Context: an optimization exercise on an open-source flow, tuned for small area, a short achievable clock period and few clock cycles. The choices shown serve that exercise and are no tape-out recipe.
In this exercise RTL edits were held to simulation tests only and were not proved equivalent to the original.
No activity file was given, so power comes from the tool's default toggle rates.

`run.sh`:
```
#!/bin/bash
# synth_recipe.tcl (not shown) runs the flow's synth.tcl, then flattens the netlist and writes it again
# the make line also repeats each setting of config.mk as NAME=value (left out here)
make -C /OpenROAD-flow-scripts/flow DESIGN_CONFIG=/design/flow/config.mk WORK_HOME=/design/flow/orfs CLKGATE_MAP_FILE= SYNTH_SCRIPT=/design/flow/synth_recipe.tcl finish
```
`config.mk`:
```
export PLATFORM = sky130hd
export DESIGN_NAME = conv_rescaler
export DESIGN_NICKNAME = conv_rescaler
export VERILOG_FILES = /design/flow/design.v
export SDC_FILE = /design/flow/constraint.sdc
export NUM_CORES = 4
export LEC_CHECK = 0
export ABC_CLOCK_PERIOD_IN_PS = 4000
export CAP_MARGIN = 20
export CORE_MARGIN = 2
export CORE_UTILIZATION = 40
export SETUP_SLACK_MARGIN = 5
export SLEW_MARGIN = 20
```
`constraint.sdc`:
```
create_clock -name core_clock -period 9.0 [get_ports {clock}]
set_input_delay 1.8000 -clock core_clock [delete_from_list [all_inputs] [get_ports {clock}]]
set_output_delay 1.8000 -clock core_clock [all_outputs]
set_load 0.01 [all_outputs]
```
`design.v`:
```
module conv_rescaler #(
    parameter int NB_PIXEL = 19,
    parameter int NB_COUNT = 32,
    parameter int NB_OUT   = 8,
    parameter int NB_FRAC  = 16
) (
    input  logic                clock,
    input  logic                reset,
    input  logic                i_extremesValid,
    input  logic [NB_PIXEL-1:0] i_maxValue,
    input  logic [NB_PIXEL-1:0] i_minValue,
    input  logic [NB_COUNT-1:0] i_imageSize,
    input  logic                i_valid,
    input  logic [NB_PIXEL-1:0] i_convValue,
    output logic                o_ready,
    output logic [NB_OUT-1:0]   o_pixel,
    output logic                o_valid,
    output logic                o_endSignal
);
    localparam int NB_R     = NB_PIXEL;
    localparam int NB_SCALE = NB_OUT + NB_FRAC;           
    localparam int NB_POS   = $clog2(NB_SCALE);           
    localparam int LC       = 10;                         
    localparam logic [NB_SCALE-1:0] DIVIDEND = {{NB_OUT{1'b1}}, {NB_FRAC{1'b0}}};
    logic                 init_q, div_q, first_q, run_q;
    logic                 v0_q, l0_q, v1_q, l1_q, v2_q, l2_q, v3_q, e3_q;
    logic [NB_PIXEL-1:0]  c_q;        
    logic [NB_PIXEL-1:0]  min_q;
    logic [NB_R-1:0]      range_q;
    logic [NB_COUNT-1:0]  count_q;    
    logic [NB_SCALE-1:0]  scale_q;
    logic [NB_POS-1:0]    pos_q;
    logic [NB_R-1:0]      w_q;        
    logic [NB_SCALE-1:LC] psa_q, psb_q;
    logic                 pc_q;
    logic [NB_OUT-1:0]    pixel_q;
    logic idle, accept, last_acc, lone_end, start;
    logic [NB_PIXEL:0]    delta;      
    logic                 d_neg, d_big, span_ok;
    logic [NB_R-1:0]      d_clamp;
    logic [NB_R:0]        rem_shift, rem_sub;
    logic [NB_R-1:0]      rem_next;
    logic                 q_bit;
    logic [4:0]           blen;       
    logic [NB_POS-1:0]    pos_init;
    logic [NB_R-1:0]      rem_init;
    logic [NB_SCALE-1:0]  ra, rb;
    logic [LC-1:0]        lo_sum;
    logic                 lo_c;
    logic [NB_SCALE-LC-1:0] hi_sum;
    logic                 hi_c, big_c, sub_c;
    logic [NB_COUNT-1:0]  count_dec;
    logic [NB_PIXEL+1:0]  be_c, be_m, be_r, bcs_s, bcs_c, bsum;
    logic [NB_POS-1:0]    pos_cur;
    assign idle     = !(init_q || div_q || run_q);
    assign accept   = i_valid && run_q;
    assign last_acc = accept && (count_q == NB_COUNT'(1));
    assign start    = idle && i_extremesValid;
    assign lone_end = start && (i_imageSize == '0);
    cr_add #(NB_PIXEL + 1) u_delta (
        .a({c_q[NB_PIXEL-1], c_q}), .b(~{min_q[NB_PIXEL-1], min_q}), .ci(1'b1),
        .s(delta), .co());
    assign d_neg   = delta[NB_PIXEL];
    assign span_ok = !d_neg && (delta[NB_PIXEL-1:0] != '0);
    assign be_c  = {{2{c_q[NB_PIXEL-1]}}, c_q};
    assign be_m  = ~{{2{min_q[NB_PIXEL-1]}}, min_q};
    assign be_r  = ~{2'b00, range_q};
    assign bcs_s = be_c ^ be_m ^ be_r;
    assign bcs_c = (be_c & be_m) | (be_c & be_r) | (be_m & be_r);
    cr_add #(NB_PIXEL + 2) u_big (.a(bcs_s), .b({bcs_c[NB_PIXEL:0], 1'b0}), .ci(1'b1), .s(bsum), .co());
    assign d_big = !bsum[NB_PIXEL+1];
    always_comb begin
        d_clamp = delta[NB_R-1:0];
        if (d_neg)
            d_clamp = '0;
        else if (d_big)
            d_clamp = range_q;
    end
    always_comb begin
        blen = 5'd0;
        for (int i = 0; i < NB_R; i++)
            if (range_q[i]) blen = 5'(i + 1);
    end
    assign pos_init = NB_POS'(NB_SCALE - int'(blen));
    assign rem_init = NB_R'(DIVIDEND >> (NB_SCALE + 1 - int'(blen)));
    assign pos_cur   = first_q ? pos_init : pos_q;
    assign rem_shift = {first_q ? rem_init : w_q, (pos_cur >= NB_POS'(NB_FRAC))};
    cr_add #(NB_R + 1) u_div (.a(rem_shift), .b(~{1'b0, range_q}), .ci(1'b1), .s(rem_sub), .co(sub_c));
    assign q_bit     = sub_c;
    assign rem_next  = q_bit ? rem_sub[NB_R-1:0] : rem_shift[NB_R-1:0];
    cr_add #(NB_COUNT) u_cnt (.a(count_q), .b('1), .ci(1'b0), .s(count_dec), .co());
    cr_mul u_mul (.a(scale_q), .b(w_q), .ra(ra), .rb(rb));
    cr_add #(LC) u_lo (.a(ra[LC-1:0]), .b(rb[LC-1:0]), .ci(1'b0), .s(lo_sum), .co(lo_c));
    cr_add #(NB_SCALE - LC) u_hi (.a(psa_q), .b(psb_q), .ci(pc_q), .s(hi_sum), .co(hi_c));
    always_ff @(posedge clock or negedge reset) begin
        if (!reset) begin
            init_q <= 1'b0;
            div_q  <= 1'b0;
            first_q <= 1'b0;
            run_q  <= 1'b0;
            v0_q   <= 1'b0;
            l0_q   <= 1'b0;
            v1_q   <= 1'b0;
            l1_q   <= 1'b0;
            v2_q   <= 1'b0;
            l2_q   <= 1'b0;
            v3_q   <= 1'b0;
            e3_q   <= 1'b0;
        end else begin
            init_q <= start && !lone_end;
            div_q  <= (init_q && span_ok) || (div_q && (first_q || (pos_q != '0)));
            first_q <= init_q && span_ok;
            run_q  <= (init_q && !span_ok) || (div_q && !first_q && (pos_q == '0)) || (run_q && !last_acc);
            v0_q   <= accept;
            l0_q   <= last_acc;
            v1_q   <= v0_q;
            l1_q   <= l0_q;
            v2_q   <= v1_q;
            l2_q   <= v1_q && l1_q;
            v3_q   <= v2_q;
            e3_q   <= l2_q || lone_end;
        end
    end
    always_ff @(posedge clock) begin
        c_q <= idle ? i_maxValue : i_convValue;
        if (idle) begin
            min_q   <= i_minValue;
            count_q <= i_imageSize;
        end else if (accept) begin
            count_q <= count_dec;
        end
        if (init_q)
            range_q <= delta[NB_R-1:0];
        if (init_q)
            scale_q <= '0;
        else if (div_q)
            scale_q <= {scale_q[NB_SCALE-2:0], q_bit};
        pos_q <= pos_cur - NB_POS'(1);
        if (div_q)
            w_q <= rem_next;
        else
            w_q <= d_clamp;
        psa_q   <= ra[NB_SCALE-1:LC];
        psb_q   <= rb[NB_SCALE-1:LC];
        pc_q    <= lo_c;
        pixel_q <= hi_sum[NB_SCALE-LC-1:NB_FRAC-LC];
    end
    assign o_ready     = run_q;
    assign o_pixel     = pixel_q;
    assign o_valid     = v3_q;
    assign o_endSignal = e3_q;
endmodule
module cr_add #(
    parameter int W = 8
) (
    input  logic [W-1:0] a,
    input  logic [W-1:0] b,
    input  logic         ci,
    output logic [W-1:0] s,
    output logic         co
);
    localparam int L = $clog2(W + 1);
    localparam int N = 1 << L;
    logic [N-1:0] g, p, x;
    always_comb begin
        x = '0;
        g = '0;
        p = '0;
        x[W-1:0] = a ^ b;
        g[W-1:0] = a & b;
        p[W-1:0] = x[W-1:0];
        g[0] = g[0] | (p[0] & ci);
        for (int d = 0; d < L; d++)
            for (int i = (2 << d) - 1; i < N; i += (2 << d)) begin
                g[i] = g[i] | (p[i] & g[i - (1 << d)]);
                p[i] = p[i] & p[i - (1 << d)];
            end
        for (int d = L - 2; d >= 0; d--)
            for (int i = 3 * (1 << d) - 1; i < N; i += (2 << d)) begin
                g[i] = g[i] | (p[i] & g[i - (1 << d)]);
                p[i] = p[i] & p[i - (1 << d)];
            end
        s[0] = x[0] ^ ci;
        for (int i = 1; i < W; i++)
            s[i] = x[i] ^ g[i - 1];
        co = g[W - 1];
    end
endmodule
module cr_mul (input logic [23:0] a, input logic [18:0] b, output logic [23:0] ra, output logic [23:0] rb);
wire one0;
wire two0;
wire neg0;
wire pp1;
wire pp2;
wire pp3;
wire pp4;
wire pp5;
wire pp6;
wire pp7;
wire pp8;
wire pp9;
wire pp10;
wire pp11;
wire pp12;
wire pp13;
wire pp14;
wire pp15;
wire pp16;
wire pp17;
wire pp18;
wire pp19;
wire pp20;
wire pp21;
wire pp22;
wire pp23;
wire pp24;
wire one1;
wire two1;
wire neg1;
wire pp25;
wire pp26;
wire pp27;
wire pp28;
wire pp29;
wire pp30;
wire pp31;
wire pp32;
wire pp33;
wire pp34;
wire pp35;
wire pp36;
wire pp37;
wire pp38;
wire pp39;
wire pp40;
wire pp41;
wire pp42;
wire pp43;
wire pp44;
wire pp45;
wire pp46;
wire one2;
wire two2;
wire neg2;
wire pp47;
wire pp48;
wire pp49;
wire pp50;
wire pp51;
wire pp52;
wire pp53;
wire pp54;
wire pp55;
wire pp56;
wire pp57;
wire pp58;
wire pp59;
wire pp60;
wire pp61;
wire pp62;
wire pp63;
wire pp64;
wire pp65;
wire pp66;
wire one3;
wire two3;
wire neg3;
wire pp67;
wire pp68;
wire pp69;
wire pp70;
wire pp71;
wire pp72;
wire pp73;
wire pp74;
wire pp75;
wire pp76;
wire pp77;
wire pp78;
wire pp79;
wire pp80;
wire pp81;
wire pp82;
wire pp83;
wire pp84;
wire one4;
wire two4;
wire neg4;
wire pp85;
wire pp86;
wire pp87;
wire pp88;
wire pp89;
wire pp90;
wire pp91;
wire pp92;
wire pp93;
wire pp94;
wire pp95;
wire pp96;
wire pp97;
wire pp98;
wire pp99;
wire pp100;
wire one5;
wire two5;
wire neg5;
wire pp101;
wire pp102;
wire pp103;
wire pp104;
wire pp105;
wire pp106;
wire pp107;
wire pp108;
wire pp109;
wire pp110;
wire pp111;
wire pp112;
wire pp113;
wire pp114;
wire one6;
wire two6;
wire neg6;
wire pp115;
wire pp116;
wire pp117;
wire pp118;
wire pp119;
wire pp120;
wire pp121;
wire pp122;
wire pp123;
wire pp124;
wire pp125;
wire pp126;
wire one7;
wire two7;
wire neg7;
wire pp127;
wire pp128;
wire pp129;
wire pp130;
wire pp131;
wire pp132;
wire pp133;
wire pp134;
wire pp135;
wire pp136;
wire one8;
wire two8;
wire neg8;
wire pp137;
wire pp138;
wire pp139;
wire pp140;
wire pp141;
wire pp142;
wire pp143;
wire pp144;
wire one9;
wire two9;
wire neg9;
wire pp145;
wire pp146;
wire pp147;
wire pp148;
wire pp149;
wire pp150;
wire s151;
wire c152;
wire s153;
wire c154;
wire s155;
wire c156;
wire s157;
wire c158;
wire s159;
wire c160;
wire s161;
wire c162;
wire s163;
wire c164;
wire s165;
wire c166;
wire s167;
wire c168;
wire s169;
wire c170;
wire s171;
wire c172;
wire s173;
wire c174;
wire s175;
wire c176;
wire s177;
wire c178;
wire s179;
wire c180;
wire s181;
wire c182;
wire s183;
wire c184;
wire s185;
wire c186;
wire s187;
wire c188;
wire s189;
wire c190;
wire s191;
wire c192;
wire s193;
wire c194;
wire s195;
wire c196;
wire s197;
wire c198;
wire s199;
wire c200;
wire s201;
wire c202;
wire s203;
wire c204;
wire s205;
wire c206;
wire s207;
wire c208;
wire s209;
wire c210;
wire s211;
wire c212;
wire s213;
wire c214;
wire s215;
wire c216;
wire s217;
wire c218;
wire s219;
wire c220;
wire s221;
wire c222;
wire s223;
wire c224;
wire s225;
wire c226;
wire s227;
wire c228;
wire s229;
wire c230;
wire s231;
wire c232;
wire s233;
wire c234;
wire s235;
wire c236;
wire s237;
wire c238;
wire s239;
wire c240;
wire s241;
wire c242;
wire s243;
wire c244;
wire s245;
wire c246;
wire s247;
wire c248;
wire s249;
wire c250;
wire s251;
wire c252;
wire s253;
wire c254;
wire s255;
wire c256;
wire s257;
wire c258;
wire s259;
wire c260;
wire s261;
wire c262;
wire s263;
wire c264;
wire s265;
wire c266;
wire s267;
wire c268;
wire s269;
wire c270;
wire s271;
wire c272;
wire s273;
wire c274;
wire s275;
wire c276;
wire s277;
wire c278;
wire s279;
wire c280;
wire s281;
wire c282;
wire s283;
wire c284;
wire s285;
wire c286;
wire s287;
wire c288;
wire s289;
wire c290;
wire s291;
wire c292;
wire s293;
wire c294;
wire s295;
wire c296;
wire s297;
wire c298;
wire s299;
wire c300;
wire s301;
wire c302;
wire s303;
wire c304;
wire s305;
wire c306;
wire s307;
wire c308;
wire s309;
wire c310;
wire s311;
wire c312;
wire s313;
wire c314;
wire s315;
wire c316;
wire s317;
wire c318;
wire s319;
wire c320;
wire s321;
wire c322;
wire s323;
wire c324;
wire s325;
wire c326;
wire s327;
wire c328;
wire s329;
wire c330;
wire s331;
wire c332;
wire s333;
wire c334;
wire s335;
wire c336;
wire s337;
wire c338;
wire s339;
wire c340;
wire s341;
wire c342;
wire s343;
wire c344;
wire s345;
wire c346;
wire s347;
wire c348;
wire s349;
wire c350;
wire s351;
wire c352;
wire s353;
wire c354;
wire s355;
wire c356;
wire s357;
wire c358;
wire s359;
wire c360;
wire s361;
wire c362;
wire s363;
wire c364;
wire s365;
wire c366;
wire s367;
wire c368;
wire s369;
wire c370;
wire s371;
wire c372;
wire s373;
wire c374;
wire x375;
wire x376;
wire x377;
wire x378;
wire x379;
wire x380;
wire x381;
wire x382;
wire x383;
wire x384;
wire x385;
wire x386;
wire x387;
wire x388;
wire x389;
wire x390;
assign one0 = b[0] ^ 1'b0;
assign two0 = (b[1] & ~b[0] & ~1'b0) | (~b[1] & b[0] & 1'b0);
assign neg0 = b[1];
assign pp1 = ((one0 & a[0])) ^ neg0;
assign pp2 = ((one0 & a[1]) | (two0 & a[0])) ^ neg0;
assign pp3 = ((one0 & a[2]) | (two0 & a[1])) ^ neg0;
assign pp4 = ((one0 & a[3]) | (two0 & a[2])) ^ neg0;
assign pp5 = ((one0 & a[4]) | (two0 & a[3])) ^ neg0;
assign pp6 = ((one0 & a[5]) | (two0 & a[4])) ^ neg0;
assign pp7 = ((one0 & a[6]) | (two0 & a[5])) ^ neg0;
assign pp8 = ((one0 & a[7]) | (two0 & a[6])) ^ neg0;
assign pp9 = ((one0 & a[8]) | (two0 & a[7])) ^ neg0;
assign pp10 = ((one0 & a[9]) | (two0 & a[8])) ^ neg0;
assign pp11 = ((one0 & a[10]) | (two0 & a[9])) ^ neg0;
assign pp12 = ((one0 & a[11]) | (two0 & a[10])) ^ neg0;
assign pp13 = ((one0 & a[12]) | (two0 & a[11])) ^ neg0;
assign pp14 = ((one0 & a[13]) | (two0 & a[12])) ^ neg0;
assign pp15 = ((one0 & a[14]) | (two0 & a[13])) ^ neg0;
assign pp16 = ((one0 & a[15]) | (two0 & a[14])) ^ neg0;
assign pp17 = ((one0 & a[16]) | (two0 & a[15])) ^ neg0;
assign pp18 = ((one0 & a[17]) | (two0 & a[16])) ^ neg0;
assign pp19 = ((one0 & a[18]) | (two0 & a[17])) ^ neg0;
assign pp20 = ((one0 & a[19]) | (two0 & a[18])) ^ neg0;
assign pp21 = ((one0 & a[20]) | (two0 & a[19])) ^ neg0;
assign pp22 = ((one0 & a[21]) | (two0 & a[20])) ^ neg0;
assign pp23 = ((one0 & a[22]) | (two0 & a[21])) ^ neg0;
assign pp24 = ((one0 & a[23]) | (two0 & a[22])) ^ neg0;
assign one1 = b[2] ^ b[1];
assign two1 = (b[3] & ~b[2] & ~b[1]) | (~b[3] & b[2] & b[1]);
assign neg1 = b[3];
assign pp25 = ((one1 & a[0])) ^ neg1;
assign pp26 = ((one1 & a[1]) | (two1 & a[0])) ^ neg1;
assign pp27 = ((one1 & a[2]) | (two1 & a[1])) ^ neg1;
assign pp28 = ((one1 & a[3]) | (two1 & a[2])) ^ neg1;
assign pp29 = ((one1 & a[4]) | (two1 & a[3])) ^ neg1;
assign pp30 = ((one1 & a[5]) | (two1 & a[4])) ^ neg1;
assign pp31 = ((one1 & a[6]) | (two1 & a[5])) ^ neg1;
assign pp32 = ((one1 & a[7]) | (two1 & a[6])) ^ neg1;
assign pp33 = ((one1 & a[8]) | (two1 & a[7])) ^ neg1;
assign pp34 = ((one1 & a[9]) | (two1 & a[8])) ^ neg1;
assign pp35 = ((one1 & a[10]) | (two1 & a[9])) ^ neg1;
assign pp36 = ((one1 & a[11]) | (two1 & a[10])) ^ neg1;
assign pp37 = ((one1 & a[12]) | (two1 & a[11])) ^ neg1;
assign pp38 = ((one1 & a[13]) | (two1 & a[12])) ^ neg1;
assign pp39 = ((one1 & a[14]) | (two1 & a[13])) ^ neg1;
assign pp40 = ((one1 & a[15]) | (two1 & a[14])) ^ neg1;
assign pp41 = ((one1 & a[16]) | (two1 & a[15])) ^ neg1;
assign pp42 = ((one1 & a[17]) | (two1 & a[16])) ^ neg1;
assign pp43 = ((one1 & a[18]) | (two1 & a[17])) ^ neg1;
assign pp44 = ((one1 & a[19]) | (two1 & a[18])) ^ neg1;
assign pp45 = ((one1 & a[20]) | (two1 & a[19])) ^ neg1;
assign pp46 = ((one1 & a[21]) | (two1 & a[20])) ^ neg1;
assign one2 = b[4] ^ b[3];
assign two2 = (b[5] & ~b[4] & ~b[3]) | (~b[5] & b[4] & b[3]);
assign neg2 = b[5];
assign pp47 = ((one2 & a[0])) ^ neg2;
assign pp48 = ((one2 & a[1]) | (two2 & a[0])) ^ neg2;
assign pp49 = ((one2 & a[2]) | (two2 & a[1])) ^ neg2;
assign pp50 = ((one2 & a[3]) | (two2 & a[2])) ^ neg2;
assign pp51 = ((one2 & a[4]) | (two2 & a[3])) ^ neg2;
assign pp52 = ((one2 & a[5]) | (two2 & a[4])) ^ neg2;
assign pp53 = ((one2 & a[6]) | (two2 & a[5])) ^ neg2;
assign pp54 = ((one2 & a[7]) | (two2 & a[6])) ^ neg2;
assign pp55 = ((one2 & a[8]) | (two2 & a[7])) ^ neg2;
assign pp56 = ((one2 & a[9]) | (two2 & a[8])) ^ neg2;
assign pp57 = ((one2 & a[10]) | (two2 & a[9])) ^ neg2;
assign pp58 = ((one2 & a[11]) | (two2 & a[10])) ^ neg2;
assign pp59 = ((one2 & a[12]) | (two2 & a[11])) ^ neg2;
assign pp60 = ((one2 & a[13]) | (two2 & a[12])) ^ neg2;
assign pp61 = ((one2 & a[14]) | (two2 & a[13])) ^ neg2;
assign pp62 = ((one2 & a[15]) | (two2 & a[14])) ^ neg2;
assign pp63 = ((one2 & a[16]) | (two2 & a[15])) ^ neg2;
assign pp64 = ((one2 & a[17]) | (two2 & a[16])) ^ neg2;
assign pp65 = ((one2 & a[18]) | (two2 & a[17])) ^ neg2;
assign pp66 = ((one2 & a[19]) | (two2 & a[18])) ^ neg2;
assign one3 = b[6] ^ b[5];
assign two3 = (b[7] & ~b[6] & ~b[5]) | (~b[7] & b[6] & b[5]);
assign neg3 = b[7];
assign pp67 = ((one3 & a[0])) ^ neg3;
assign pp68 = ((one3 & a[1]) | (two3 & a[0])) ^ neg3;
assign pp69 = ((one3 & a[2]) | (two3 & a[1])) ^ neg3;
assign pp70 = ((one3 & a[3]) | (two3 & a[2])) ^ neg3;
assign pp71 = ((one3 & a[4]) | (two3 & a[3])) ^ neg3;
assign pp72 = ((one3 & a[5]) | (two3 & a[4])) ^ neg3;
assign pp73 = ((one3 & a[6]) | (two3 & a[5])) ^ neg3;
assign pp74 = ((one3 & a[7]) | (two3 & a[6])) ^ neg3;
assign pp75 = ((one3 & a[8]) | (two3 & a[7])) ^ neg3;
assign pp76 = ((one3 & a[9]) | (two3 & a[8])) ^ neg3;
assign pp77 = ((one3 & a[10]) | (two3 & a[9])) ^ neg3;
assign pp78 = ((one3 & a[11]) | (two3 & a[10])) ^ neg3;
assign pp79 = ((one3 & a[12]) | (two3 & a[11])) ^ neg3;
assign pp80 = ((one3 & a[13]) | (two3 & a[12])) ^ neg3;
assign pp81 = ((one3 & a[14]) | (two3 & a[13])) ^ neg3;
assign pp82 = ((one3 & a[15]) | (two3 & a[14])) ^ neg3;
assign pp83 = ((one3 & a[16]) | (two3 & a[15])) ^ neg3;
assign pp84 = ((one3 & a[17]) | (two3 & a[16])) ^ neg3;
assign one4 = b[8] ^ b[7];
assign two4 = (b[9] & ~b[8] & ~b[7]) | (~b[9] & b[8] & b[7]);
assign neg4 = b[9];
assign pp85 = ((one4 & a[0])) ^ neg4;
assign pp86 = ((one4 & a[1]) | (two4 & a[0])) ^ neg4;
assign pp87 = ((one4 & a[2]) | (two4 & a[1])) ^ neg4;
assign pp88 = ((one4 & a[3]) | (two4 & a[2])) ^ neg4;
assign pp89 = ((one4 & a[4]) | (two4 & a[3])) ^ neg4;
assign pp90 = ((one4 & a[5]) | (two4 & a[4])) ^ neg4;
assign pp91 = ((one4 & a[6]) | (two4 & a[5])) ^ neg4;
assign pp92 = ((one4 & a[7]) | (two4 & a[6])) ^ neg4;
assign pp93 = ((one4 & a[8]) | (two4 & a[7])) ^ neg4;
assign pp94 = ((one4 & a[9]) | (two4 & a[8])) ^ neg4;
assign pp95 = ((one4 & a[10]) | (two4 & a[9])) ^ neg4;
assign pp96 = ((one4 & a[11]) | (two4 & a[10])) ^ neg4;
assign pp97 = ((one4 & a[12]) | (two4 & a[11])) ^ neg4;
assign pp98 = ((one4 & a[13]) | (two4 & a[12])) ^ neg4;
assign pp99 = ((one4 & a[14]) | (two4 & a[13])) ^ neg4;
assign pp100 = ((one4 & a[15]) | (two4 & a[14])) ^ neg4;
assign one5 = b[10] ^ b[9];
assign two5 = (b[11] & ~b[10] & ~b[9]) | (~b[11] & b[10] & b[9]);
assign neg5 = b[11];
assign pp101 = ((one5 & a[0])) ^ neg5;
assign pp102 = ((one5 & a[1]) | (two5 & a[0])) ^ neg5;
assign pp103 = ((one5 & a[2]) | (two5 & a[1])) ^ neg5;
assign pp104 = ((one5 & a[3]) | (two5 & a[2])) ^ neg5;
assign pp105 = ((one5 & a[4]) | (two5 & a[3])) ^ neg5;
assign pp106 = ((one5 & a[5]) | (two5 & a[4])) ^ neg5;
assign pp107 = ((one5 & a[6]) | (two5 & a[5])) ^ neg5;
assign pp108 = ((one5 & a[7]) | (two5 & a[6])) ^ neg5;
assign pp109 = ((one5 & a[8]) | (two5 & a[7])) ^ neg5;
assign pp110 = ((one5 & a[9]) | (two5 & a[8])) ^ neg5;
assign pp111 = ((one5 & a[10]) | (two5 & a[9])) ^ neg5;
assign pp112 = ((one5 & a[11]) | (two5 & a[10])) ^ neg5;
assign pp113 = ((one5 & a[12]) | (two5 & a[11])) ^ neg5;
assign pp114 = ((one5 & a[13]) | (two5 & a[12])) ^ neg5;
assign one6 = b[12] ^ b[11];
assign two6 = (b[13] & ~b[12] & ~b[11]) | (~b[13] & b[12] & b[11]);
assign neg6 = b[13];
assign pp115 = ((one6 & a[0])) ^ neg6;
assign pp116 = ((one6 & a[1]) | (two6 & a[0])) ^ neg6;
assign pp117 = ((one6 & a[2]) | (two6 & a[1])) ^ neg6;
assign pp118 = ((one6 & a[3]) | (two6 & a[2])) ^ neg6;
assign pp119 = ((one6 & a[4]) | (two6 & a[3])) ^ neg6;
assign pp120 = ((one6 & a[5]) | (two6 & a[4])) ^ neg6;
assign pp121 = ((one6 & a[6]) | (two6 & a[5])) ^ neg6;
assign pp122 = ((one6 & a[7]) | (two6 & a[6])) ^ neg6;
assign pp123 = ((one6 & a[8]) | (two6 & a[7])) ^ neg6;
assign pp124 = ((one6 & a[9]) | (two6 & a[8])) ^ neg6;
assign pp125 = ((one6 & a[10]) | (two6 & a[9])) ^ neg6;
assign pp126 = ((one6 & a[11]) | (two6 & a[10])) ^ neg6;
assign one7 = b[14] ^ b[13];
assign two7 = (b[15] & ~b[14] & ~b[13]) | (~b[15] & b[14] & b[13]);
assign neg7 = b[15];
assign pp127 = ((one7 & a[0])) ^ neg7;
assign pp128 = ((one7 & a[1]) | (two7 & a[0])) ^ neg7;
assign pp129 = ((one7 & a[2]) | (two7 & a[1])) ^ neg7;
assign pp130 = ((one7 & a[3]) | (two7 & a[2])) ^ neg7;
assign pp131 = ((one7 & a[4]) | (two7 & a[3])) ^ neg7;
assign pp132 = ((one7 & a[5]) | (two7 & a[4])) ^ neg7;
assign pp133 = ((one7 & a[6]) | (two7 & a[5])) ^ neg7;
assign pp134 = ((one7 & a[7]) | (two7 & a[6])) ^ neg7;
assign pp135 = ((one7 & a[8]) | (two7 & a[7])) ^ neg7;
assign pp136 = ((one7 & a[9]) | (two7 & a[8])) ^ neg7;
assign one8 = b[16] ^ b[15];
assign two8 = (b[17] & ~b[16] & ~b[15]) | (~b[17] & b[16] & b[15]);
assign neg8 = b[17];
assign pp137 = ((one8 & a[0])) ^ neg8;
assign pp138 = ((one8 & a[1]) | (two8 & a[0])) ^ neg8;
assign pp139 = ((one8 & a[2]) | (two8 & a[1])) ^ neg8;
assign pp140 = ((one8 & a[3]) | (two8 & a[2])) ^ neg8;
assign pp141 = ((one8 & a[4]) | (two8 & a[3])) ^ neg8;
assign pp142 = ((one8 & a[5]) | (two8 & a[4])) ^ neg8;
assign pp143 = ((one8 & a[6]) | (two8 & a[5])) ^ neg8;
assign pp144 = ((one8 & a[7]) | (two8 & a[6])) ^ neg8;
assign one9 = b[18] ^ b[17];
assign two9 = (1'b0 & ~b[18] & ~b[17]) | (~1'b0 & b[18] & b[17]);
assign neg9 = 1'b0;
assign pp145 = (one9 & a[0]);
assign pp146 = (one9 & a[1]) | (two9 & a[0]);
assign pp147 = (one9 & a[2]) | (two9 & a[1]);
assign pp148 = (one9 & a[3]) | (two9 & a[2]);
assign pp149 = (one9 & a[4]) | (two9 & a[3]);
assign pp150 = (one9 & a[5]) | (two9 & a[4]);
assign s151 = pp17 ^ pp39;
assign c152 = pp17 & pp39;
assign s153 = pp18 ^ pp40;
assign c154 = pp18 & pp40;
assign s155 = pp19 ^ pp41 ^ pp61;
assign c156 = (pp19 & pp41) | (pp19 & pp61) | (pp41 & pp61);
assign s157 = pp20 ^ pp42 ^ pp62;
assign c158 = (pp20 & pp42) | (pp20 & pp62) | (pp42 & pp62);
assign s159 = pp21 ^ pp43 ^ pp63;
assign c160 = (pp21 & pp43) | (pp21 & pp63) | (pp43 & pp63);
assign s161 = pp22 ^ pp44 ^ pp64;
assign c162 = (pp22 & pp44) | (pp22 & pp64) | (pp44 & pp64);
assign s163 = pp23 ^ pp45 ^ pp65;
assign c164 = (pp23 & pp45) | (pp23 & pp65) | (pp45 & pp65);
assign s165 = pp11 ^ pp33;
assign c166 = pp11 & pp33;
assign s167 = pp12 ^ pp34;
assign c168 = pp12 & pp34;
assign s169 = pp13 ^ pp35 ^ pp55;
assign c170 = (pp13 & pp35) | (pp13 & pp55) | (pp35 & pp55);
assign s171 = pp73 ^ pp89;
assign c172 = pp73 & pp89;
assign s173 = pp14 ^ pp36 ^ pp56;
assign c174 = (pp14 & pp36) | (pp14 & pp56) | (pp36 & pp56);
assign s175 = pp74 ^ pp90;
assign c176 = pp74 & pp90;
assign s177 = pp15 ^ pp37 ^ pp57;
assign c178 = (pp15 & pp37) | (pp15 & pp57) | (pp37 & pp57);
assign s179 = pp75 ^ pp91 ^ pp105;
assign c180 = (pp75 & pp91) | (pp75 & pp105) | (pp91 & pp105);
assign s181 = pp117 ^ pp127;
assign c182 = pp117 & pp127;
assign s183 = pp16 ^ pp38 ^ pp58;
assign c184 = (pp16 & pp38) | (pp16 & pp58) | (pp38 & pp58);
assign s185 = pp76 ^ pp92 ^ pp106;
assign c186 = (pp76 & pp92) | (pp76 & pp106) | (pp92 & pp106);
assign s187 = pp118 ^ pp128;
assign c188 = pp118 & pp128;
assign s189 = pp59 ^ pp77 ^ pp93;
assign c190 = (pp59 & pp77) | (pp59 & pp93) | (pp77 & pp93);
assign s191 = pp107 ^ pp119 ^ pp129;
assign c192 = (pp107 & pp119) | (pp107 & pp129) | (pp119 & pp129);
assign s193 = pp137 ^ neg8 ^ s151;
assign c194 = (pp137 & neg8) | (pp137 & s151) | (neg8 & s151);
assign s195 = pp60 ^ pp78 ^ pp94;
assign c196 = (pp60 & pp78) | (pp60 & pp94) | (pp78 & pp94);
assign s197 = pp108 ^ pp120 ^ pp130;
assign c198 = (pp108 & pp120) | (pp108 & pp130) | (pp120 & pp130);
assign s199 = pp138 ^ s153 ^ c152;
assign c200 = (pp138 & s153) | (pp138 & c152) | (s153 & c152);
assign s201 = pp79 ^ pp95 ^ pp109;
assign c202 = (pp79 & pp95) | (pp79 & pp109) | (pp95 & pp109);
assign s203 = pp121 ^ pp131 ^ pp139;
assign c204 = (pp121 & pp131) | (pp121 & pp139) | (pp131 & pp139);
assign s205 = pp145 ^ s155 ^ c154;
assign c206 = (pp145 & s155) | (pp145 & c154) | (s155 & c154);
assign s207 = pp80 ^ pp96 ^ pp110;
assign c208 = (pp80 & pp96) | (pp80 & pp110) | (pp96 & pp110);
assign s209 = pp122 ^ pp132 ^ pp140;
assign c210 = (pp122 & pp132) | (pp122 & pp140) | (pp132 & pp140);
assign s211 = pp146 ^ s157 ^ c156;
assign c212 = (pp146 & s157) | (pp146 & c156) | (s157 & c156);
assign s213 = pp81 ^ pp97 ^ pp111;
assign c214 = (pp81 & pp97) | (pp81 & pp111) | (pp97 & pp111);
assign s215 = pp123 ^ pp133 ^ pp141;
assign c216 = (pp123 & pp133) | (pp123 & pp141) | (pp133 & pp141);
assign s217 = pp147 ^ s159 ^ c158;
assign c218 = (pp147 & s159) | (pp147 & c158) | (s159 & c158);
assign s219 = pp82 ^ pp98 ^ pp112;
assign c220 = (pp82 & pp98) | (pp82 & pp112) | (pp98 & pp112);
assign s221 = pp124 ^ pp134 ^ pp142;
assign c222 = (pp124 & pp134) | (pp124 & pp142) | (pp134 & pp142);
assign s223 = pp148 ^ s161 ^ c160;
assign c224 = (pp148 & s161) | (pp148 & c160) | (s161 & c160);
assign s225 = pp83 ^ pp99 ^ pp113;
assign c226 = (pp83 & pp99) | (pp83 & pp113) | (pp99 & pp113);
assign s227 = pp125 ^ pp135 ^ pp143;
assign c228 = (pp125 & pp135) | (pp125 & pp143) | (pp135 & pp143);
assign s229 = pp149 ^ s163 ^ c162;
assign c230 = (pp149 & s163) | (pp149 & c162) | (s163 & c162);
assign s231 = pp7 ^ pp29;
assign c232 = pp7 & pp29;
assign s233 = pp8 ^ pp30;
assign c234 = pp8 & pp30;
assign s235 = pp9 ^ pp31 ^ pp51;
assign c236 = (pp9 & pp31) | (pp9 & pp51) | (pp31 & pp51);
assign s237 = pp69 ^ pp85;
assign c238 = pp69 & pp85;
assign s239 = pp10 ^ pp32 ^ pp52;
assign c240 = (pp10 & pp32) | (pp10 & pp52) | (pp32 & pp52);
assign s241 = pp70 ^ pp86;
assign c242 = pp70 & pp86;
assign s243 = pp53 ^ pp71 ^ pp87;
assign c244 = (pp53 & pp71) | (pp53 & pp87) | (pp71 & pp87);
assign s245 = pp101 ^ neg5 ^ s165;
assign c246 = (pp101 & neg5) | (pp101 & s165) | (neg5 & s165);
assign s247 = pp54 ^ pp72 ^ pp88;
assign c248 = (pp54 & pp72) | (pp54 & pp88) | (pp72 & pp88);
assign s249 = pp102 ^ s167 ^ c166;
assign c250 = (pp102 & s167) | (pp102 & c166) | (s167 & c166);
assign s251 = pp103 ^ pp115 ^ neg6;
assign c252 = (pp103 & pp115) | (pp103 & neg6) | (pp115 & neg6);
assign s253 = s169 ^ s171 ^ c168;
assign c254 = (s169 & s171) | (s169 & c168) | (s171 & c168);
assign s255 = pp104 ^ pp116 ^ s173;
assign c256 = (pp104 & pp116) | (pp104 & s173) | (pp116 & s173);
assign s257 = s175 ^ c170 ^ c172;
assign c258 = (s175 & c170) | (s175 & c172) | (c170 & c172);
assign s259 = neg7 ^ s177 ^ s179;
assign c260 = (neg7 & s177) | (neg7 & s179) | (s177 & s179);
assign s261 = s181 ^ c174 ^ c176;
assign c262 = (s181 & c174) | (s181 & c176) | (c174 & c176);
assign s263 = s183 ^ s185 ^ s187;
assign c264 = (s183 & s185) | (s183 & s187) | (s185 & s187);
assign s265 = c178 ^ c180 ^ c182;
assign c266 = (c178 & c180) | (c178 & c182) | (c180 & c182);
assign s267 = s189 ^ s191 ^ s193;
assign c268 = (s189 & s191) | (s189 & s193) | (s191 & s193);
assign s269 = c184 ^ c186 ^ c188;
assign c270 = (c184 & c186) | (c184 & c188) | (c186 & c188);
assign s271 = s195 ^ s197 ^ s199;
assign c272 = (s195 & s197) | (s195 & s199) | (s197 & s199);
assign s273 = c190 ^ c192 ^ c194;
assign c274 = (c190 & c192) | (c190 & c194) | (c192 & c194);
assign s275 = s201 ^ s203 ^ s205;
assign c276 = (s201 & s203) | (s201 & s205) | (s203 & s205);
assign s277 = c196 ^ c198 ^ c200;
assign c278 = (c196 & c198) | (c196 & c200) | (c198 & c200);
assign s279 = s207 ^ s209 ^ s211;
assign c280 = (s207 & s209) | (s207 & s211) | (s209 & s211);
assign s281 = c202 ^ c204 ^ c206;
assign c282 = (c202 & c204) | (c202 & c206) | (c204 & c206);
assign s283 = s213 ^ s215 ^ s217;
assign c284 = (s213 & s215) | (s213 & s217) | (s215 & s217);
assign s285 = c208 ^ c210 ^ c212;
assign c286 = (c208 & c210) | (c208 & c212) | (c210 & c212);
assign s287 = s219 ^ s221 ^ s223;
assign c288 = (s219 & s221) | (s219 & s223) | (s221 & s223);
assign s289 = c214 ^ c216 ^ c218;
assign c290 = (c214 & c216) | (c214 & c218) | (c216 & c218);
assign s291 = s225 ^ s227 ^ s229;
assign c292 = (s225 & s227) | (s225 & s229) | (s227 & s229);
assign s293 = c220 ^ c222 ^ c224;
assign c294 = (c220 & c222) | (c220 & c224) | (c222 & c224);
assign s295 = pp5 ^ pp27;
assign c296 = pp5 & pp27;
assign s297 = pp6 ^ pp28;
assign c298 = pp6 & pp28;
assign s299 = pp49 ^ pp67 ^ neg3;
assign c300 = (pp49 & pp67) | (pp49 & neg3) | (pp67 & neg3);
assign s301 = pp50 ^ pp68 ^ s233;
assign c302 = (pp50 & pp68) | (pp50 & s233) | (pp68 & s233);
assign s303 = neg4 ^ s235 ^ s237;
assign c304 = (neg4 & s235) | (neg4 & s237) | (s235 & s237);
assign s305 = s239 ^ s241 ^ c236;
assign c306 = (s239 & s241) | (s239 & c236) | (s241 & c236);
assign s307 = s243 ^ s245 ^ c240;
assign c308 = (s243 & s245) | (s243 & c240) | (s245 & c240);
assign s309 = s247 ^ s249 ^ c244;
assign c310 = (s247 & s249) | (s247 & c244) | (s249 & c244);
assign s311 = s251 ^ s253 ^ c248;
assign c312 = (s251 & s253) | (s251 & c248) | (s253 & c248);
assign s313 = s255 ^ s257 ^ c252;
assign c314 = (s255 & s257) | (s255 & c252) | (s257 & c252);
assign s315 = s259 ^ s261 ^ c256;
assign c316 = (s259 & s261) | (s259 & c256) | (s261 & c256);
assign s317 = s263 ^ s265 ^ c260;
assign c318 = (s263 & s265) | (s263 & c260) | (s265 & c260);
assign s319 = s267 ^ s269 ^ c264;
assign c320 = (s267 & s269) | (s267 & c264) | (s269 & c264);
assign s321 = s271 ^ s273 ^ c268;
assign c322 = (s271 & s273) | (s271 & c268) | (s273 & c268);
assign s323 = s275 ^ s277 ^ c272;
assign c324 = (s275 & s277) | (s275 & c272) | (s277 & c272);
assign s325 = s279 ^ s281 ^ c276;
assign c326 = (s279 & s281) | (s279 & c276) | (s281 & c276);
assign s327 = s283 ^ s285 ^ c280;
assign c328 = (s283 & s285) | (s283 & c280) | (s285 & c280);
assign s329 = s287 ^ s289 ^ c284;
assign c330 = (s287 & s289) | (s287 & c284) | (s289 & c284);
assign s331 = s291 ^ s293 ^ c288;
assign c332 = (s291 & s293) | (s291 & c288) | (s293 & c288);
assign s333 = pp3 ^ pp25;
assign c334 = pp3 & pp25;
assign s335 = pp4 ^ pp26;
assign c336 = pp4 & pp26;
assign s337 = pp47 ^ neg2 ^ s295;
assign c338 = (pp47 & neg2) | (pp47 & s295) | (neg2 & s295);
assign s339 = pp48 ^ s297 ^ c296;
assign c340 = (pp48 & s297) | (pp48 & c296) | (s297 & c296);
assign s341 = s231 ^ s299 ^ c298;
assign c342 = (s231 & s299) | (s231 & c298) | (s299 & c298);
assign s343 = c232 ^ s301 ^ c300;
assign c344 = (c232 & s301) | (c232 & c300) | (s301 & c300);
assign s345 = c234 ^ s303 ^ c302;
assign c346 = (c234 & s303) | (c234 & c302) | (s303 & c302);
assign s347 = c238 ^ s305 ^ c304;
assign c348 = (c238 & s305) | (c238 & c304) | (s305 & c304);
assign s349 = c242 ^ s307 ^ c306;
assign c350 = (c242 & s307) | (c242 & c306) | (s307 & c306);
assign s351 = c246 ^ s309 ^ c308;
assign c352 = (c246 & s309) | (c246 & c308) | (s309 & c308);
assign s353 = c250 ^ s311 ^ c310;
assign c354 = (c250 & s311) | (c250 & c310) | (s311 & c310);
assign s355 = c254 ^ s313 ^ c312;
assign c356 = (c254 & s313) | (c254 & c312) | (s313 & c312);
assign s357 = c258 ^ s315 ^ c314;
assign c358 = (c258 & s315) | (c258 & c314) | (s315 & c314);
assign s359 = c262 ^ s317 ^ c316;
assign c360 = (c262 & s317) | (c262 & c316) | (s317 & c316);
assign s361 = c266 ^ s319 ^ c318;
assign c362 = (c266 & s319) | (c266 & c318) | (s319 & c318);
assign s363 = c270 ^ s321 ^ c320;
assign c364 = (c270 & s321) | (c270 & c320) | (s321 & c320);
assign s365 = c274 ^ s323 ^ c322;
assign c366 = (c274 & s323) | (c274 & c322) | (s323 & c322);
assign s367 = c278 ^ s325 ^ c324;
assign c368 = (c278 & s325) | (c278 & c324) | (s325 & c324);
assign s369 = c282 ^ s327 ^ c326;
assign c370 = (c282 & s327) | (c282 & c326) | (s327 & c326);
assign s371 = c286 ^ s329 ^ c328;
assign c372 = (c286 & s329) | (c286 & c328) | (s329 & c328);
assign s373 = c290 ^ s331 ^ c330;
assign c374 = (c290 & s331) | (c290 & c330) | (s331 & c330);
assign x375 = pp24 ^ pp46;
assign x376 = pp66 ^ pp84;
assign x377 = pp100 ^ pp114;
assign x378 = pp126 ^ pp136;
assign x379 = pp144 ^ pp150;
assign x380 = x375 ^ x376;
assign x381 = x377 ^ x378;
assign x382 = x380 ^ x381;
assign x383 = x382 ^ x379;
assign x384 = x383 ^ c164;
assign x385 = x384 ^ c226;
assign x386 = x385 ^ c228;
assign x387 = x386 ^ c230;
assign x388 = x387 ^ c292;
assign x389 = x388 ^ c294;
assign x390 = x389 ^ c332;
assign ra = {x390, s373, s371, s369, s367, s365, s363, s361, s359, s357, s355, s353, s351, s349, s347, s345, s343, s341, s339, s337, s335, neg1, pp2, pp1};
assign rb = {c374, c372, c370, c368, c366, c364, c362, c360, c358, c356, c354, c352, c350, c348, c346, c344, c342, c340, c338, c336, c334, s333, 1'b0, neg0};
endmodule
```
==> results of run 1 <==
critical path, cell delays in order, from the launching register on:
cell and delay, ns:
sky130_fd_sc_hd__edfxtp_1 0.49, sky130_fd_sc_hd__buf_6 0.17, sky130_fd_sc_hd__nor4_4 0.30, sky130_fd_sc_hd__o41ai_2 0.13
sky130_fd_sc_hd__nand2_1 0.11, sky130_fd_sc_hd__nand2_2 0.08, sky130_fd_sc_hd__ha_4 0.36, sky130_fd_sc_hd__inv_4 0.04
sky130_fd_sc_hd__nor2_2 0.07, sky130_fd_sc_hd__a32o_2 0.17, sky130_fd_sc_hd__nor2_1 0.05, sky130_fd_sc_hd__a221o_1 0.31
sky130_fd_sc_hd__ha_1 0.31, sky130_fd_sc_hd__o21ai_2 0.07, sky130_fd_sc_hd__o21ai_2 0.16, sky130_fd_sc_hd__nand4_1 0.19
sky130_fd_sc_hd__a21oi_4 0.29, sky130_fd_sc_hd__o2111ai_4 0.16, sky130_fd_sc_hd__o211ai_4 0.35, sky130_fd_sc_hd__buf_12 0.18
sky130_fd_sc_hd__mux2_4 0.30, sky130_fd_sc_hd__o22ai_2 0.15
cell usage in the layout (no fill, tap or decap), types with 7 or more instances in the layout:
master	n
sky130_fd_sc_hd__nand2_1	337
sky130_fd_sc_hd__inv_1	147
sky130_fd_sc_hd__a21oi_1	130
sky130_fd_sc_hd__fa_1	119
sky130_fd_sc_hd__o21ai_0	112
sky130_fd_sc_hd__ha_1	109
sky130_fd_sc_hd__clkdlybuf4s50_1	103
sky130_fd_sc_hd__nor2_1	97
sky130_fd_sc_hd__a22oi_1	87
sky130_fd_sc_hd__dfxtp_1	87
sky130_fd_sc_hd__buf_4	82
sky130_fd_sc_hd__mux2i_1	78
sky130_fd_sc_hd__edfxtp_1	70
sky130_fd_sc_hd__xnor2_1	52
sky130_fd_sc_hd__a221oi_1	34
sky130_fd_sc_hd__a21o_1	24
sky130_fd_sc_hd__xor2_1	24
sky130_fd_sc_hd__clkbuf_16	21
sky130_fd_sc_hd__nor4_1	19
sky130_fd_sc_hd__o22ai_1	17
sky130_fd_sc_hd__fa_2	15
sky130_fd_sc_hd__inv_2	14
sky130_fd_sc_hd__nor3_1	13
sky130_fd_sc_hd__buf_6	13
sky130_fd_sc_hd__and2_4	12
sky130_fd_sc_hd__nand3_1	12
sky130_fd_sc_hd__dfrtp_1	12
sky130_fd_sc_hd__dfxtp_2	11
sky130_fd_sc_hd__o21a_1	10
sky130_fd_sc_hd__a22o_1	10
sky130_fd_sc_hd__and2_1	9
sky130_fd_sc_hd__o21ai_1	8
sky130_fd_sc_hd__o21ai_2	8
sky130_fd_sc_hd__nand4_1	7
sky130_fd_sc_hd__a22oi_2	7
metal layers:
metal  wire, um  global-route usage [%]
met1      21300                    29.4
met2      24000                    37.5
met3       2860                    2.69
met4       1340                    8.09
met5          0                       0
synthesized netlist by cell type (7+ instances only):
master | instances | area, sq um
sky130_fd_sc_hd__nand2_1 | 345 | 1290
sky130_fd_sc_hd__inv_1 | 162 | 608
sky130_fd_sc_hd__clkbuf_1 | 141 | 529
sky130_fd_sc_hd__a21oi_1 | 137 | 686
sky130_fd_sc_hd__fa_1 | 134 | 2680
sky130_fd_sc_hd__o21ai_0 | 125 | 626
sky130_fd_sc_hd__ha_1 | 113 | 1410
sky130_fd_sc_hd__nor2_1 | 106 | 398
sky130_fd_sc_hd__dfxtp_1 | 104 | 2080
sky130_fd_sc_hd__a22oi_1 | 94 | 706
sky130_fd_sc_hd__mux2i_1 | 80 | 801
sky130_fd_sc_hd__edfxtp_1 | 70 | 2100
sky130_fd_sc_hd__xnor2_1 | 53 | 464
sky130_fd_sc_hd__a221oi_1 | 38 | 333
sky130_fd_sc_hd__xor2_1 | 30 | 263
sky130_fd_sc_hd__a21o_1 | 24 | 180
sky130_fd_sc_hd__and2_1 | 22 | 138
sky130_fd_sc_hd__nor4_1 | 22 | 138
sky130_fd_sc_hd__o22ai_1 | 18 | 113
sky130_fd_sc_hd__buf_1 | 15 | 56.3
sky130_fd_sc_hd__nor3_1 | 15 | 75.1
sky130_fd_sc_hd__nand3_1 | 13 | 65.1
sky130_fd_sc_hd__dfrtp_1 | 12 | 300
sky130_fd_sc_hd__a22o_1 | 10 | 87.6
sky130_fd_sc_hd__o21a_1 | 10 | 75.1
sky130_fd_sc_hd__nand4_1 | 7 | 43.8
power by group:
| group | switching (mW) | leakage, nW | internal (mW) |
|---|---|---|---|
| registers | 0.0612 | 1.68 | 0.986 |
| logic | 0.577 | 6.06 | 0.504 |
| clock network | 0.369 | 0.318 | 0.502 |
cell type report:
class	instances	area share, %
inverters	163	2.97
clock inverters	13	1.11
flip-flops and latches	186	21.8
multi-input cells	1501	58.7
clock buffers	19	2.09
repair buffers	212	10.1
well taps	539	3.26
timing repair:
item                                    CTS  global route
endpoints found under the setup margin   48            41
gates cloned                              5             3
resized for setup                       107           102
buffers inserted                         47            25
pin swaps                                47            56
cells by family (layout without fill, tap and decap cells):
family / after synthesis / in the layout / synth area share [%]
simple gates: 572 / 574 / 14.3
mux: 86 / 86 / 5.10
buf+inv: 322 / 407 / 7.12
xor+xnor: 85 / 85 / 4.42
flops: 186 / 186 / 26.1
fa+ha+maj: 247 / 247 / 23.8
compound gates: 509 / 509 / 19.1
per-stage QoR:
| step | setup slack [ns] | cells | total power, mW | instance area (sq um) |
|---|---|---|---|---|
| 2_1_floorplan | 4.82 | 2007 | 1.76 | 17300 |
| 3_3_place_gp | 3.91 | 2521 | 2.05 | 18600 |
| 3_5_place_dp | 3.70 | 2521 | 2.08 | 18600 |
| 4_1_cts | 4.55 | 2605 | 3.00 | 20100 |
| 5_1_grt | 4.33 | 2633 | 3.23 | 20700 |
| 6_report | 4.47 | 2633 | 3.00 | 20700 |
state kept, by name (all words and copies together), names as in the netlist:
name / cells
c_q: 19
count_q: 32
div_q: 1
e3_q: 1
first_q: 1
init_q: 1
l0_q: 1
l1_q: 1
l2_q: 1
min_q: 19
pc_q: 1
pixel_q: 8
pos_q: 5
psa_q: 14
psb_q: 14
range_q: 19
run_q: 1
scale_q: 24
v0_q: 1
v1_q: 1
v2_q: 1
v3_q: 1
w_q: 19
path summary, 6_finish.rpt:
kind	start	endpoint	slack, ns	cells past startpoint
max	range_q[9]$_DFFE_PP_	w_q[10]$_DFF_P_	4.47	21
min	l0_q$_DFF_PN0_	l1_q$_DFF_PN0_	0.35	0
max reg2reg	range_q[9]$_DFFE_PP_	w_q[10]$_DFF_P_	4.47	21
min reg2reg	l0_q$_DFF_PN0_	l1_q$_DFF_PN0_	0.35	0
max in group asynchronous	reset	v3_q$_DFF_PN0_	6.97	1
min in group asynchronous	reset	e3_q$_DFF_PN0_	1.67	1
==> summary.log, run 1 <==
qor: detailed_routing.route.detailed.vias_per_inst 5.65
qor: layout.nFillCells 3924
qor: grt.grtUsageTotal 22.2%
qor: timing.timing.slew.headroom 37.2%
qor: critical_path.type_of_destination_of_the_critical_path flip-flop
qor: timing.holdWs 0.351 ns
qor: power.pleak 8.06 nW
qor: timing.maxSlewViolCount 0
qor: clock_network.ctsRootBufferMaster sky130_fd_sc_hd__clkbuf_16
qor: timing.fin_setup_tns 0 ns
qor: clock_network.tritoncts_num_sinks 186
qor: yosys.ffs_latches_synth 186
qor: critical_path.worstSetupPathType flip-flop to flip-flop
qor: detailed_routing.detail_route.drc_violations 0
qor: grt.grt_pass1_vias 14300
qor: timing.finalCriticalPeriod 4.53 ns
qor: detailed_routing.wire_per_inst 18.8 um
qor: yosys.library_cells_used_by_synthesis 71
qor: yosys.synthesis.nets 2347
qor: yosys.async_reset_ff_share 6.45%
qor: layout.area_growth 20.5%
qor: timing.grt_setup_unrepaired true
qor: detailed_routing.postRouteAntennaNets 0
qor: floorplan.die_area 44600 sq um
qor: yosys.post_synth_edffs 70
qor: layout.finish.utilization 49.1%
qor: yosys.avgSynthCellArea 8.56 sq um
qor: clock_network.clockBufferDepth 2
qor: grt.first_pass_grt_wire_length 77.9 mm
qor: clock_network.ctsHtreeMaxLevel 4
qor: detailed_routing.wl 49.4 mm
qor: critical_path.cp_data_arrival_time 4.93 ns
qor: yosys.synth_flop_type sky130_fd_sc_hd__dfxtp_1
qor: critical_path.timing.critical_path.fanout_max 7
qor: hold_path.hold_class flip-flop to flip-flop
qor: layout.drive_gt1_share 14.8%
qor: floorplan.floorplan.core_area 42100 sq um
qor: detailed_routing.drt_first_pass_iters 6
qor: place.globalplace.congestion 0.915
qor: timing.timing.final.hold_violations 0
qor: job.maxCapViolations 0
qor: floorplan.design.portCount 104
qor: timing.maxClockFrequency 221 MHz
qor: grt.grt_overflow 0
qor: critical_path.crit_required 9.40 ns
qor: power.peakVddDrop 0.000118 V
qor: grt.grt_antenna_before_repair 0
qor: layout.fin_nets 2421
qor: floorplan.die_h 211 um
qor: outcome.outcome complete, no violations
qor: grt.grt_max_degree 96
qor: detailed_routing.dr.first_iter.drc_count 1209
qor: critical_path.cp-start-kind flip-flop
qor: yosys.netlist_area 17200 sq um
qor: layout.sequential_cell_area 4520 sq um
qor: clock_network.clk_pin_slew 0.08 ns
qor: timing.worst_margin_pin_slew 0.942 ns
qor: floorplan.chipWidth 211 um
qor: floorplan.placement_rows 75
qor: yosys.yosysWarningCount 6
qor: place.portBuffers 103
qor: layout.insertedDiodeCount 0
qor: clock_network.cts-buffers-inserted 17
qor: yosys.ys_seq_area_share 26.1%
qor: clock_network.tritoncts built
qor: timing.worst_clock_skew 0.0187 ns
qor: layout.multiInputGateArea 12100 sq um
qor: timing.setup_viol 0
qor: timing.final.period_utilization 50.3%
qor: clock_network.postCtsHoldBufs 0
qor: place.hpwlAfterDp 34.7 mm
qor: power.power.density 145 nW/um^2
qor: clock_network.clock_latency 0.47 ns
qor: floorplan.initial_core_util 40.8%
qor: detailed_routing.route.vias.total 14900
qor: yosys.synth_cells 2007
Testbench counts, summed over its fixed seeds: cycles 20,296.
==> run 2: changes to the inputs <==
==> flow/run.sh (new file) <==
#!/bin/bash
# Standard layout, with the port buffers made from the smallest plain buffer.
set -euo pipefail
export BUFFER_PORTS_ARGS="-buffer_cell sky130_fd_sc_hd__buf_1"
bash standard.sh > standard_flow.log 2>&1
==> standard.sh (new file) <==
#!/bin/bash
# synth_recipe.tcl (not shown) runs the flow's synth.tcl, then flattens the netlist and writes it again
# the make line also repeats each setting of config.mk as NAME=value (left out here)
make -C /OpenROAD-flow-scripts/flow DESIGN_CONFIG=/design/flow/config.mk WORK_HOME=/design/flow/orfs CLKGATE_MAP_FILE= SYNTH_SCRIPT=/design/flow/synth_recipe.tcl "${@:-finish}"
removed: run.sh
==> summary.log, run 2 <==
qor: layout.largest-register count_q
qor: detailed_routing.route.detailed.vias_per_inst 5.69
qor: place.globalplace.congestion 0.959
qor: layout.post_layout_nonfiller_instances 2635
qor: layout.layout_common_cells 338 x sky130_fd_sc_hd__nand2_1, 148 x sky130_fd_sc_hd__inv_1, 129 x sky130_fd_sc_hd__a21oi_1, 122 x sky130_fd_sc_hd__fa_1, 113 x sky130_fd_sc_hd__o21ai_0
qor: floorplan.die_area 44600 sq um
qor: yosys.ys_top_cells_by_count 345 x sky130_fd_sc_hd__nand2_1, 162 x sky130_fd_sc_hd__inv_1, 141 x sky130_fd_sc_hd__clkbuf_1
qor: clock_network.tritoncts_num_sinks 186
qor: timing.timing.final.hold_violations 0
qor: critical_path.r2r_end w_q[14]$_DFF_P_
qor: layout.insertedDiodeCount 0
qor: clock_network.ctsHtreeMaxLevel 4
qor: critical_path.type_of_destination_of_the_critical_path flip-flop
qor: layout.final_common_cell sky130_fd_sc_hd__nand2_1
qor: layout.postLayoutCellArea 20000 sq um
qor: yosys.yosysWarningCount 6
qor: critical_path.crit_required 9.39 ns
qor: hold_path.worstHoldEndpoint v3_q$_DFF_PN0_
qor: grt.grt_pass1_vias 14400
qor: layout.area_growth 16.4%
qor: critical_path.timing.critical_path.fanout_max 7
qor: timing.finalCriticalPeriod 4.44 ns
qor: floorplan.die_h 211 um
qor: timing.final.period_utilization 49.3%
qor: critical_path.cp_data_arrival_time 4.83 ns
qor: power.pleak 7.79 nW
qor: place.hpwlAfterDp 34.4 mm
qor: timing.grt_setup_unrepaired true
qor: critical_path.crit_slowest_cell sky130_fd_sc_hd__fa_2
qor: detailed_routing.wl 49.2 mm
qor: timing.maxSlewViolCount 0
qor: place.area_post_placement 18000 sq um
qor: yosys.ffs_latches_synth 186
qor: timing.maxClockFrequency 225 MHz
qor: detailed_routing.dr.first_iter.drc_count 1269
qor: timing.timing.slew.headroom 40.6%
qor: layout.drive_gt1_share 14.2%
qor: yosys.async_reset_ff_share 6.45%
qor: timing.holdWs 0.352 ns
qor: critical_path.max_stage_delay 0.53 ns
qor: critical_path.r2r_start range_q[10]$_DFFE_PP_
qor: layout.largest_register_ff_count 32
qor: detailed_routing.route.vias.total 15000
qor: place.portBuffers 103
qor: layout.largest_registers count_q x32, scale_q x24
qor: floorplan.design.portCount 104
qor: floorplan.initial_core_util 40.8%
qor: yosys.netlist_area 17200 sq um
qor: power.peakVddDrop 0.000152 V
qor: yosys.avgSynthCellArea 8.56 sq um
qor: timing.worst_clock_skew 0.0156 ns
qor: timing.setup_viol 0
qor: critical_path.worstPathCellList buf_6, nor4_4, o41ai_2, nand2_1, nand2_2, ha_4, and3_4, and2_4, a221oi_4, inv_2, ha_4, a211oi_4, o21ai_2, nand4_1, a21oi_4, a21o_1, a21o_1, fa_2, nor2b_2, o32ai_2
qor: yosys.synthDominantAreaCellType sky130_fd_sc_hd__fa_1
qor: place.dp_cells 2523
qor: yosys.synth_cells 2007
qor: critical_path.ff2ff_path_depth 20
qor: yosys.synth_flop_type sky130_fd_sc_hd__dfxtp_1
qor: critical_path.cp-start-kind flip-flop
qor: yosys.synthesis.nets 2347
qor: clock_network.clk_pin_slew 0.08 ns
qor: grt.first_pass_grt_wire_length 78.7 mm
qor: critical_path.worstSetupPathType flip-flop to flip-flop
qor: job.maxCapViolations 0
qor: yosys.post-synth-top-area-fraction 15.6%
qor: yosys.post_synth_edffs 70
qor: clock_network.clockBufferDepth 2
qor: grt.grt_overflow 0
qor: hold_path.holdCritStartpoint v2_q$_DFF_PN0_
qor: yosys.synthTopCellsByArea sky130_fd_sc_hd__fa_1 16%, sky130_fd_sc_hd__edfxtp_1 12%, sky130_fd_sc_hd__dfxtp_1 12%
qor: yosys.library_cells_used_by_synthesis 71
qor: layout.fin_nets 2423
qor: hold_path.whs_path_depth 0
qor: grt.grt_max_degree 96
qor: critical_path.reg2reg_setup_slack 4.56 ns
qor: clock_network.tritoncts built
qor: power.power.density 143 nW/um^2
qor: hold_path.hold_class flip-flop to flip-flop
qor: timing.fin_setup_tns 0 ns
qor: grt.grtUsageTotal 22.5%
qor: clock_network.postCtsHoldBufs 0
qor: clock_network.clock_latency 0.47 ns
qor: clock_network.ctsRootBufferMaster sky130_fd_sc_hd__clkbuf_16
qor: outcome.outcome complete, no violations
qor: timing.worst_margin_pin_slew 0.891 ns
qor: layout.finish.utilization 47.4%
qor: detailed_routing.detail_route.drc_violations 0
qor: detailed_routing.wire_per_inst 18.7 um
qor: yosys.ys_seq_area_share 26.1%
qor: clock_network.cts-buffers-inserted 17
qor: floorplan.chipWidth 211 um
qor: yosys.leading_cell_type_by_number_of_instances_after_synthesis sky130_fd_sc_hd__nand2_1
qor: floorplan.placement_rows 75
qor: grt.grt_antenna_before_repair 0
qor: detailed_routing.drt_first_pass_iters 6
qor: detailed_routing.postRouteAntennaNets 0
qor: floorplan.floorplan.core_area 42100 sq um
run 2: timing repair:
| action | 4_1_cts | 5_1_grt |
|---|---|---|
| buffers inserted | 58 | 15 |
| endpoints found under the setup margin | 47 | 36 |
| gates cloned | 7 | 0 |
| pin swaps | 45 | 34 |
| endpoints found under the hold margin | 0 | 0 |
| gates resized for setup | 135 | 54 |
run 2: metal layers:
layer | share of wire, % | vias up | GRT usage [%]
li1 | - | 7066 | -
met1 | 43 | 7267 | 29.5
met2 | 48 | 556 | 37.7
met3 | 6.0 | 91 | 3.61
met4 | 2.9 | 0 | 7.92
met5 | 0 | - | 0
run 2: cell families (layout without fill, tap and decap cells):
family,count (synthesis),in the layout,synth area share (%)
AOI/OAI and AO/OA,509,509,19.1
xor gates and xnor gates,85,85,4.42
adders and majority gates,247,247,23.8
buffers and inverters,322,409,7.12
DFF,186,186,26.1
muxes,86,86,5.10
and+or+nand+nor,572,574,14.3
run 2: where the power goes:
part	internal [mW]	leakage, nW	switching [mW]
sequential	0.986	1.68	0.0587
clock	0.421	0.294	0.376
combinational	0.450	5.82	0.575
total	1.86	7.79	1.01
run 2: critical path: cells and delay by family, from the launching register on:
kind	cells	cell delay, ns
simple gates	7	1.00
buf+inv	2	0.25
flops	1	0.47
compound gates	8	1.55
fa+ha+maj	3	1.09
run 2: how the worst max path moves through the flow:
stage | from | endpoint | slack (ns)
2_1_floorplan | range_q[9]$_DFFE_PP_ | w_q[14]$_DFF_P_ | 4.82
5_1_grt | range_q[10]$_DFFE_PP_ | w_q[2]$_DFF_P_ | 4.38
6_report | range_q[10]$_DFFE_PP_ | w_q[14]$_DFF_P_ | 4.56
3_5_place_dp | range_q[10]$_DFFE_PP_ | w_q[10]$_DFF_P_ | 3.71
3_3_place_gp | range_q[9]$_DFFE_PP_ | w_q[2]$_DFF_P_ | 3.85
4_1_cts | range_q[1]$_DFFE_PP_ | w_q[6]$_DFF_P_ | 4.65
run 2: final cells by class:
type | instances | area [sq um]
clock inverter | 15 | 185
multi-input combinational | 1501 | 12100
tap | 539 | 674
clock buffer | 17 | 425
sequential | 186 | 4510
fill | 3985 | 22100
inverter | 163 | 614
timing repair buffer | 214 | 1450
run 2: through the flow:
step | total power, mW | setup WS, ns
after floorplan | 1.76 | 4.82
after global placement | 2.00 | 3.85
after CTS | 2.89 | 4.65
after global routing | 3.10 | 4.38
final | 2.87 | 4.56
after detailed placement | 2.03 | 3.71

## static timing again, ports no longer ideal
How much do the figures lean on ideal ports? The routed layouts below were timed once more, with nothing changed but the port constraints. Step 1: set_driving_cell puts a clkbuf_16 on clock and a buf_2 on each other input, an assumption about the parent block. Step 2 times the ports against the registers' clock, not the clock port: input delays grow and output delays shrink by t, the midpoint of the rising clock arrivals with the driver on. Three values: no drivers, after step 1, after step 2; two values: the first two.
run | t (ns) | slack for setup (ns) | slew at the worst register clock pin (ns) | pins driven straight from the clock port
run 1 | 0.523 | 4.474 / 4.474 / 4.474 | 0.08 / 0.08 | 1
run 2 | 0.526 | 4.559 / 4.559 / 4.559 | 0.08 / 0.08 | 1
After both steps every run listed still meets setup and hold.
